This design comes from an exercise in tuning for small area, a short achievable clock period and few clock cycles per item on the open sky130 flow, not from production work. For this run, only the layout was checked, not whether the RTL still works. No activity file was given, so power comes from the tool's default toggle rates.

[design/flow/design.v]
package cwcc_pkg;
  localparam int WINDOW_SIZE = 120;
  localparam int POS_W       = 12;
  localparam int SYM_W       = 3;
  localparam int T_W         = 23;
  localparam int CHUNK       = 6;
  localparam int N_CHUNK     = (T_W + CHUNK - 1) / CHUNK;
  localparam int FLUSH       = N_CHUNK - 1;
  localparam int SUM_BITS    = T_W + 2;
endpackage
module cwcc_term (
  input  logic       clk,
  input  logic [7:0] pixel,
  input  logic       add,
  input  logic       keep,
  input  logic       shift,
  output logic [cwcc_pkg::T_W-1:0] t
);
  localparam int TW = cwcc_pkg::T_W;
  localparam int CH = cwcc_pkg::CHUNK;
  logic [8:0]    v;
  logic [TW-1:0] a, b, s;
  logic [TW:0]   c;
  logic [cwcc_pkg::N_CHUNK-1:0] carry_r;
  always_comb begin
    v = {pixel ^ 8'h7F, 1'b1};
    for (int i = 0; i < TW; i++) begin
      a[i] = t[i] & keep;
      b[i] = (add & v[(i < 8) ? i : 8]) | (shift & t[(i < TW - 1) ? i + 1 : TW - 1]);
    end
    c[0] = 1'b0;
    for (int i = 0; i < TW; i++) begin
      logic ci;
      if (i % CH == 0 && i != 0) ci = carry_r[i / CH - 1] & keep;
      else ci = c[i];
      s[i]   = a[i] ^ b[i] ^ ci;
      c[i+1] = (a[i] & b[i]) | (ci & (a[i] ^ b[i]));
    end
  end
  always_ff @(posedge clk) begin
    t <= s;
    for (int j = 0; j < cwcc_pkg::N_CHUNK - 1; j++) carry_r[j] <= c[(j + 1) * CH];
  end
endmodule
module cwcc_classify (
  input  logic [2:0] neg,        
  input  logic [2:0] nonzero,    
  input  logic       sum_neg,
  input  logic       sum_nonzero,
  input  logic       octal_mode,
  output logic [cwcc_pkg::SYM_W-1:0] symbol
);
  logic [2:0] pos;
  logic [7:0] ok;
  logic [cwcc_pkg::SYM_W-1:0] oct_sym;
  always_comb begin
    pos = nonzero & ~neg;
    ok[0] = (neg & ~3'b000) == '0 && (pos & 3'b000) == '0;
    ok[1] = (neg & ~3'b111) == '0 && (pos & 3'b111) == '0;
    ok[2] = (neg & ~3'b001) == '0 && (pos & 3'b001) == '0;
    ok[3] = (neg & ~3'b100) == '0 && (pos & 3'b100) == '0;
    ok[4] = (neg & ~3'b010) == '0 && (pos & 3'b010) == '0;
    ok[5] = (neg & ~3'b101) == '0 && (pos & 3'b101) == '0;
    ok[6] = (neg & ~3'b011) == '0 && (pos & 3'b011) == '0;
    ok[7] = (neg & ~3'b110) == '0 && (pos & 3'b110) == '0;
    oct_sym = 3'd7;
    for (int i = 6; i >= 0; i--) begin
      if (ok[i]) oct_sym = 3'(i);
    end
    if (octal_mode) symbol = oct_sym;
    else            symbol = {2'b00, !sum_neg && sum_nonzero};
  end
endmodule
module center_window_color_classifier (
  input  logic             clk,
  input  logic             rst_n,
  input  logic             cfg_valid,
  output logic             cfg_ready,
  input  logic [1:0]       cfg_index,
  input  logic [cwcc_pkg::POS_W-1:0] cfg_data,
  input  logic             in_valid,
  output logic             in_ready,
  input  logic [7:0]       in_pixel_blue,
  input  logic [7:0]       in_pixel_green,
  input  logic [7:0]       in_pixel_red,
  input  logic             in_frame_start,
  output logic             out_valid,
  input  logic             out_ready,
  output logic [cwcc_pkg::SYM_W-1:0] out_symbol
);
  localparam int PW        = cwcc_pkg::POS_W;
  localparam int FLUSH_END = cwcc_pkg::FLUSH;                      
  localparam int SHIFT_END = cwcc_pkg::FLUSH + cwcc_pkg::SUM_BITS;  
  localparam int CNT_W     = $clog2(SHIFT_END + 3);
  function automatic logic [1:0] axis(input logic [PW-1:0] p, input logic [PW-1:0] e_reg);
    logic [PW-1:0] e;
    logic [PW:0]   d, m;
    e = {e_reg[PW-1:1], e_reg[0] | (e_reg == '0)};
    d = {1'b0, p} - {2'b00, e[PW-1:1]};
    m = {1'b0, p} - {1'b0, e};
    axis[1] = (d[PW] ? (d[PW-1:6] == '1 && d[5:0] >= 6'd4)
                     : (d[PW-1:6] == '0 && d[5:0] <= 6'd59)) && m[PW];
    axis[0] = !m[PW] || (m == '1);
  endfunction
  logic [PW-1:0] frame_width_r, frame_height_r;
  logic          octal_mode_r, mode_f;
  logic [PW-1:0] column_r, row_r;
  logic          in_ready_r;
  logic          out_valid_r;
  logic [cwcc_pkg::SYM_W-1:0] out_symbol_r, symbol;
  logic [7:0]    pix_blue_r, pix_green_r, pix_red_r;
  logic          add_r, keep_r, shift_r;
  logic          busy_r;
  logic [CNT_W-1:0] count_r;
  logic [1:0]    sum_carry_r;
  logic          sum_bit_r, sum_nz_r;
  logic [2:0]    term_nz_r, term_neg_r;
  logic [1:0]    fx, fy;
  logic          ix, le, iy, ye;
  logic          accept, in_win, frame_end, finishing;
  logic [cwcc_pkg::T_W-1:0] t_blue, t_green, t_red;
  logic [2:0]    lsb;
  logic [2:0]    sum_now;
  assign cfg_ready = 1'b1;
  always_comb begin
    fx = axis(column_r, frame_width_r);
    fy = axis(row_r, frame_height_r);
    if (in_frame_start) begin
      ix = (frame_width_r  <= PW'(121));
      le = (frame_width_r  <= PW'(1));
      iy = (frame_height_r <= PW'(121));
      ye = (frame_height_r <= PW'(1));
    end else begin
      {ix, le} = fx;
      {iy, ye} = fy;
    end
    accept    = in_valid && in_ready_r;
    in_win    = ix && iy;
    frame_end = le && ye;
    finishing = busy_r && (count_r > CNT_W'(SHIFT_END + 1)) && (!out_valid_r || out_ready);
    lsb     = {t_blue[0], t_green[0], t_red[0]};
    sum_now = 3'(lsb[2]) + 3'(lsb[1]) + 3'(lsb[0]) + 3'(sum_carry_r);
  end
  cwcc_term u_term_blue  (.clk(clk), .pixel(pix_blue_r),  .add(add_r), .keep(keep_r),
                          .shift(shift_r), .t(t_blue));
  cwcc_term u_term_green (.clk(clk), .pixel(pix_green_r), .add(add_r), .keep(keep_r),
                          .shift(shift_r), .t(t_green));
  cwcc_term u_term_red   (.clk(clk), .pixel(pix_red_r),   .add(add_r), .keep(keep_r),
                          .shift(shift_r), .t(t_red));
  cwcc_classify u_classify (
    .neg         (term_neg_r),
    .nonzero     (term_nz_r),
    .sum_neg     (sum_bit_r),
    .sum_nonzero (sum_nz_r),
    .octal_mode  (mode_f),
    .symbol      (symbol)
  );
  always_ff @(posedge clk) begin
    if (!rst_n) begin
      frame_width_r  <= PW'(1280);
      frame_height_r <= PW'(720);
      octal_mode_r   <= 1'b0;
      column_r       <= '0;
      row_r          <= '0;
      in_ready_r     <= 1'b0;
      out_valid_r    <= 1'b0;
      add_r          <= 1'b0;
      keep_r         <= 1'b0;
      shift_r        <= 1'b0;
      busy_r         <= 1'b0;
    end else begin
      if (cfg_valid) begin
        case (cfg_index)
          2'd0: frame_width_r  <= cfg_data;
          2'd1: frame_height_r <= cfg_data;
          2'd2: octal_mode_r   <= cfg_data[0];
          default: ;
        endcase
      end
      add_r <= accept && in_win;
      keep_r  <= !(accept && in_frame_start) &&
                 !(busy_r && count_r >= CNT_W'(FLUSH_END) && count_r <= CNT_W'(SHIFT_END));
      shift_r <= busy_r && count_r >= CNT_W'(FLUSH_END) && count_r < CNT_W'(SHIFT_END);
      if (accept) begin
        if (le) column_r <= '0;
        else column_r <= (in_frame_start ? '0 : column_r) + PW'(1);
        if (frame_end) row_r <= '0;
        else if (le) row_r <= (in_frame_start ? '0 : row_r) + PW'(1);
        else if (in_frame_start) row_r <= '0;
      end
      if (accept && frame_end) busy_r <= 1'b1;
      else if (finishing)      busy_r <= 1'b0;
      in_ready_r <= !(accept && frame_end) && (!busy_r || finishing);
      if (finishing) begin
        out_valid_r <= 1'b1;
      end else if (out_ready) begin
        out_valid_r <= 1'b0;
      end
    end
  end
  always_ff @(posedge clk) begin
    pix_blue_r  <= in_pixel_blue;
    pix_green_r <= in_pixel_green;
    pix_red_r   <= in_pixel_red;
    if (accept && frame_end) mode_f <= octal_mode_r;
    if (!busy_r) count_r <= '0;
    else if (count_r <= CNT_W'(SHIFT_END + 1)) count_r <= count_r + CNT_W'(1);
    if (!busy_r) begin
      sum_carry_r <= '0;
      sum_bit_r   <= 1'b0;
      sum_nz_r    <= 1'b0;
      term_nz_r   <= '0;
    end else if (shift_r) begin
      sum_carry_r <= sum_now[2:1];
      sum_bit_r   <= sum_now[0];
      sum_nz_r    <= sum_nz_r || sum_now[0];
      term_nz_r   <= term_nz_r | lsb;
      term_neg_r  <= {t_blue[cwcc_pkg::T_W-1], t_green[cwcc_pkg::T_W-1], t_red[cwcc_pkg::T_W-1]};
    end
    if (finishing) out_symbol_r <= symbol;
  end
  assign in_ready   = in_ready_r;
  assign out_valid  = out_valid_r;
  assign out_symbol = out_symbol_r;
endmodule
[design/flow/run.sh]
#!/bin/bash
# synth_recipe.tcl (not shown) runs the flow's synth.tcl, then flattens the netlist and writes it again
# the make line also repeats each setting of config.mk as NAME=value (left out here)
make -C /OpenROAD-flow-scripts/flow DESIGN_CONFIG=/design/flow/config.mk WORK_HOME=/design/flow/orfs CLKGATE_MAP_FILE= SYNTH_SCRIPT=/design/flow/synth_recipe.tcl finish
[design/flow/config.mk]
export PLATFORM = sky130hd
export DESIGN_NAME = center_window_color_classifier
export DESIGN_NICKNAME = center_window_color_classifier
export VERILOG_FILES = /design/flow/design.v
export SDC_FILE = /design/flow/constraint.sdc
export NUM_CORES = 4
export LEC_CHECK = 0
export CAP_MARGIN = 20
export CORE_MARGIN = 2
export CORE_UTILIZATION = 40
export SLEW_MARGIN = 20
[design/flow/constraint.sdc]
create_clock -name core_clock -period 10.0 [get_ports {clk}]
set_input_delay 2.0000 -clock core_clock [delete_from_list [all_inputs] [get_ports {clk}]]
set_output_delay 2.0000 -clock core_clock [all_outputs]
set_load 0.01 [all_outputs]
==> notes.md <==
period utilisation layout=0.452; leading cell types in the layout, fill and taps excluded=167 x dfxtp_1, 152 x nand2_1, 113 x inv_1, 95 x a21oi_1, 69 x fa_1; Tmin final=4.52 ns; CP peak stage delay=0.78 ns; HPWL after detailed placement=15600 um; dpl ws=5.09 ns; final setup fails=0; # fillers=2436; MaxCap Viol Count=0; vias=7843; Pwr per Cell Area=130 mW/mm^2; Worst Path Buf+Inv=1; Port Buffer Count=48; non-filler cells, final=1506; Seq/Total Area, Yosys=0.349; Max rail drop VDD=106 uV; DP Cell Count=1474; Residual DRC=0; Slew @ Worst Pin=0.957 ns; largest net degree at the start of global routing=79; Peak Freq=221 MHz; post-cts resize count=0; CP Cell Sequence=clkdlybuf4s50_1 > or4_1 > o311ai_0 > a21oi_1 > and2_1 > or4_1 > o21ai_0; Slowest-stage cell, CP=clkdlybuf4s50_1; initial antenna violation count=0; die height=164 um; Max-Slew Margin vs Limit=0.358; site row count=58; gr usage total=0.169; die area=0.0270 mm^2; final hold vios=0; Yosys cell types=83; Setup Skew=0.0165 ns; status=no timing/DRC/antenna violations; RSZ-0062 raised after global routing=no; FF+latch count, synth=176; grt ovf=0; Tot Pwr=1.51 mW; max-slew violation count=0; vias in the first global route=7684; EDFF count, synth=7; Static Leakage=4.75 nW; clk sinks=176; I/O pins=50; slack of the critical path=5.48 ns; CTS root buffer=clkbuf_16; TritonCTS clock tree=yes; Die W=164 um; final WL=21600 um; clock buffer depth=2; TritonCTS buffer count=17; first-pass GRT wire length=36800 um; most common cell after layout, fill and taps aside=dfxtp_1; CP top delay family=simple AND/OR/NAND/NOR gates; total negative slack=0 ns; clock latency on the worst-skew pair=0.43 ns; Crit Path Class=in2reg; crit path max fanout=17; WP data arrival=4.87 ns; DR pass1 iterations=5; top_reg_cell synth=dfxtp_1; postcts setup bufs=0; WHS=0.464 ns; Starting DRT DRC Count=414; Avg WL per Cell=14.4 um; Total Nets Final=1331; Initial Utilization=0.408; GP Congestion=0.851; crit-path most repeated cell=or4_1; Area growth syn-to-layout=13.1%; Post-Syn Area=0.0103 mm^2; cts hold-fix bufs=0; crit path launch type=input port; Critical Path RT=10.35 ns; Routed Antenna Nets=0; Synth Warn #=3; Hold Crit Class=reg2reg; Via density=5.21; Clock transition at path regs=0.07 ns; Gate Count Post-Synth=1133; area taken by flip-flops and latches=0.00360 mm^2; Multi-input gate area=0.00609 mm^2; Async S/R FF share, synth=0; diode count=0; Syn Area/Cell=9.08 um^2; H-tree Lvls=4; layout cells sized above 1=0.0476; core region area=0.0252 mm^2; CP endpoint kind=flop; syn_nets=1301
Yosys cell counts, types with 3 or more instances:
master,number,area (um^2)
a211oi_1,7,52.6
a21boi_0,6,45.0
a21o_1,20,150
a21oi_1,95,475
a2bb2oi_1,13,114
a31oi_1,8,50.1
a32o_1,6,60.1
and2_1,38,238
and3_1,12,75.1
and3b_1,3,26.3
clkbuf_1,39,146
dfxtp_1,169,3380
edfxtp_1,7,210
fa_1,69,1380
ha_1,55,688
inv_1,113,424
mux2i_1,5,50.1
nand2_1,152,571
nand2b_1,12,75.1
nand3_1,22,110
nand3b_1,3,22.5
nand4_1,11,68.8
nor2_1,47,176
nor2b_1,21,131
nor3_1,8,40.0
nor4_1,9,56.3
nor4b_1,3,26.3
o211ai_1,10,75.1
o21a_1,10,75.1
o21ai_0,39,195
o21ai_1,4,20.0
o22ai_1,3,18.8
o31a_1,3,26.3
or3_1,3,18.8
or4_1,11,82.6
or4b_1,3,30.0
xnor2_1,26,228
xor2_1,11,96.3
kinds of logic after synthesis:
family / count (synthesis) / share of synthesized area
AO/OA/AOI/OAI: 263 / 0.173
buffers and inverters: 157 / 0.0585
adder cells (fa/ha/maj): 124 / 0.201
other: 1 / 0.000365
multiplexers: 5 / 0.00487
XOR/XNOR: 38 / 0.0331
flip-flops: 176 / 0.349
AND/OR/NAND/NOR: 369 / 0.179
worst paths after layout:
check / startpoint / to / slack [ns] / cells past startpoint
min reg2reg: frame_width_r[0]$_SDFFE_PN0P_ / frame_width_r[0]$_SDFFE_PN0P_ / 0.46 / 2
max: in_frame_start / row_r[8]$_SDFFE_PN0P_ / 5.48 / 7
max reg2reg: frame_width_r[3]$_SDFFE_PN0P_ / row_r[5]$_SDFFE_PN0P_ / 5.67 / 13
min: frame_width_r[0]$_SDFFE_PN0P_ / frame_width_r[0]$_SDFFE_PN0P_ / 0.46 / 2
metal layers:
| layer | vias to the layer above | share of wire | track usage |
|---|---|---|---|
| li1 | 3919 | - | - |
| met1 | 3768 | 0.46 | 0.217 |
| met2 | 127 | 0.49 | 0.293 |
| met3 | 29 | 0.034 | 0.0288 |
| met4 | 0 | 0.015 | 0.0490 |
| met5 | - | 0 | 0 |
sequential cells by signal, summed over array words and instances (netlist names), 2 cells and up:
signal and cells:
column_r 12, u_term_blue.carry_r 3, row_r 12, u_term_red.carry_r 3
pix_blue_r 8, term_neg_r 3, term_nz_r 3, pix_green_r 8
u_term_green.carry_r 3, sum_carry_r 2, count_r 5, u_term_red.t 23
frame_height_r 12, u_term_blue.t 23, u_term_green.t 23, pix_red_r 8
out_symbol_r 3, frame_width_r 12
metrics by stage:
step | utilization | cell area [um^2]
floorplan | - | 10300
finish | 0.462 | 11600
CTS | 0.462 | 11600
global placement | 0.439 | 11100
detailed placement | 0.439 | 11100
global route | 0.462 | 11600
where the power goes:
part           switching, mW  internal [mW]
clock                  0.298          0.365
sequential           0.00708          0.715
combinational         0.0705         0.0554
total                  0.375           1.14
worst register-to-register path, cell delays in order, from the launching register on:
cell and delay (ns):
dfxtp_1 0.34, nor4_1 0.53, a31o_2 0.23, ha_1 0.16
inv_1 0.05, fa_1 0.40, a211oi_2 0.31, o211ai_2 0.14
a41o_4 0.30, o41a_1 0.45, o311a_4 0.44, nor2_2 0.45
nand3_1 0.14, a32o_1 0.28
area by class of cell:
cell class,count,area share
clock buffers,21,0.0397
inverters,114,0.0368
multi-input cells,800,0.524
well taps,330,0.0355
flip-flops and latches,176,0.309
clock inverters,11,0.00990
repair buffers,54,0.0452

[separate check: timing with driven ports]
The flow's constraints put no driver on any port. The routed layout listed below was extracted and timed again, unchanged, in two steps. Step 1 (the two cells are an assumption about what drives the block):
set clk [get_ports {clk}]
set_driving_cell -lib_cell sky130_fd_sc_hd__clkbuf_16 $clk
set_driving_cell -lib_cell sky130_fd_sc_hd__buf_2 [delete_from_list [all_inputs] $clk]
Step 2, shift: input delay + t, output delay - t, t = (earliest + latest rising clock arrival at the registers) / 2. This alone moves slack from input paths to output paths. Three values: no drivers, after step 1, after step 2; two values: the first two.
t (ns): 0.473
setup WS [ns]: 5.485 / 5.511 / 5.038
hold WS [ns]: 0.464 / 0.464 / 0.464
worst register clock-pin slew, ns: 0.07 / 0.07
pins driven straight from the clock port: 1
After both steps setup and hold are still met in this run. The setup slack of this run moves by +0.026 ns with the drivers and by -0.447 ns with both steps.
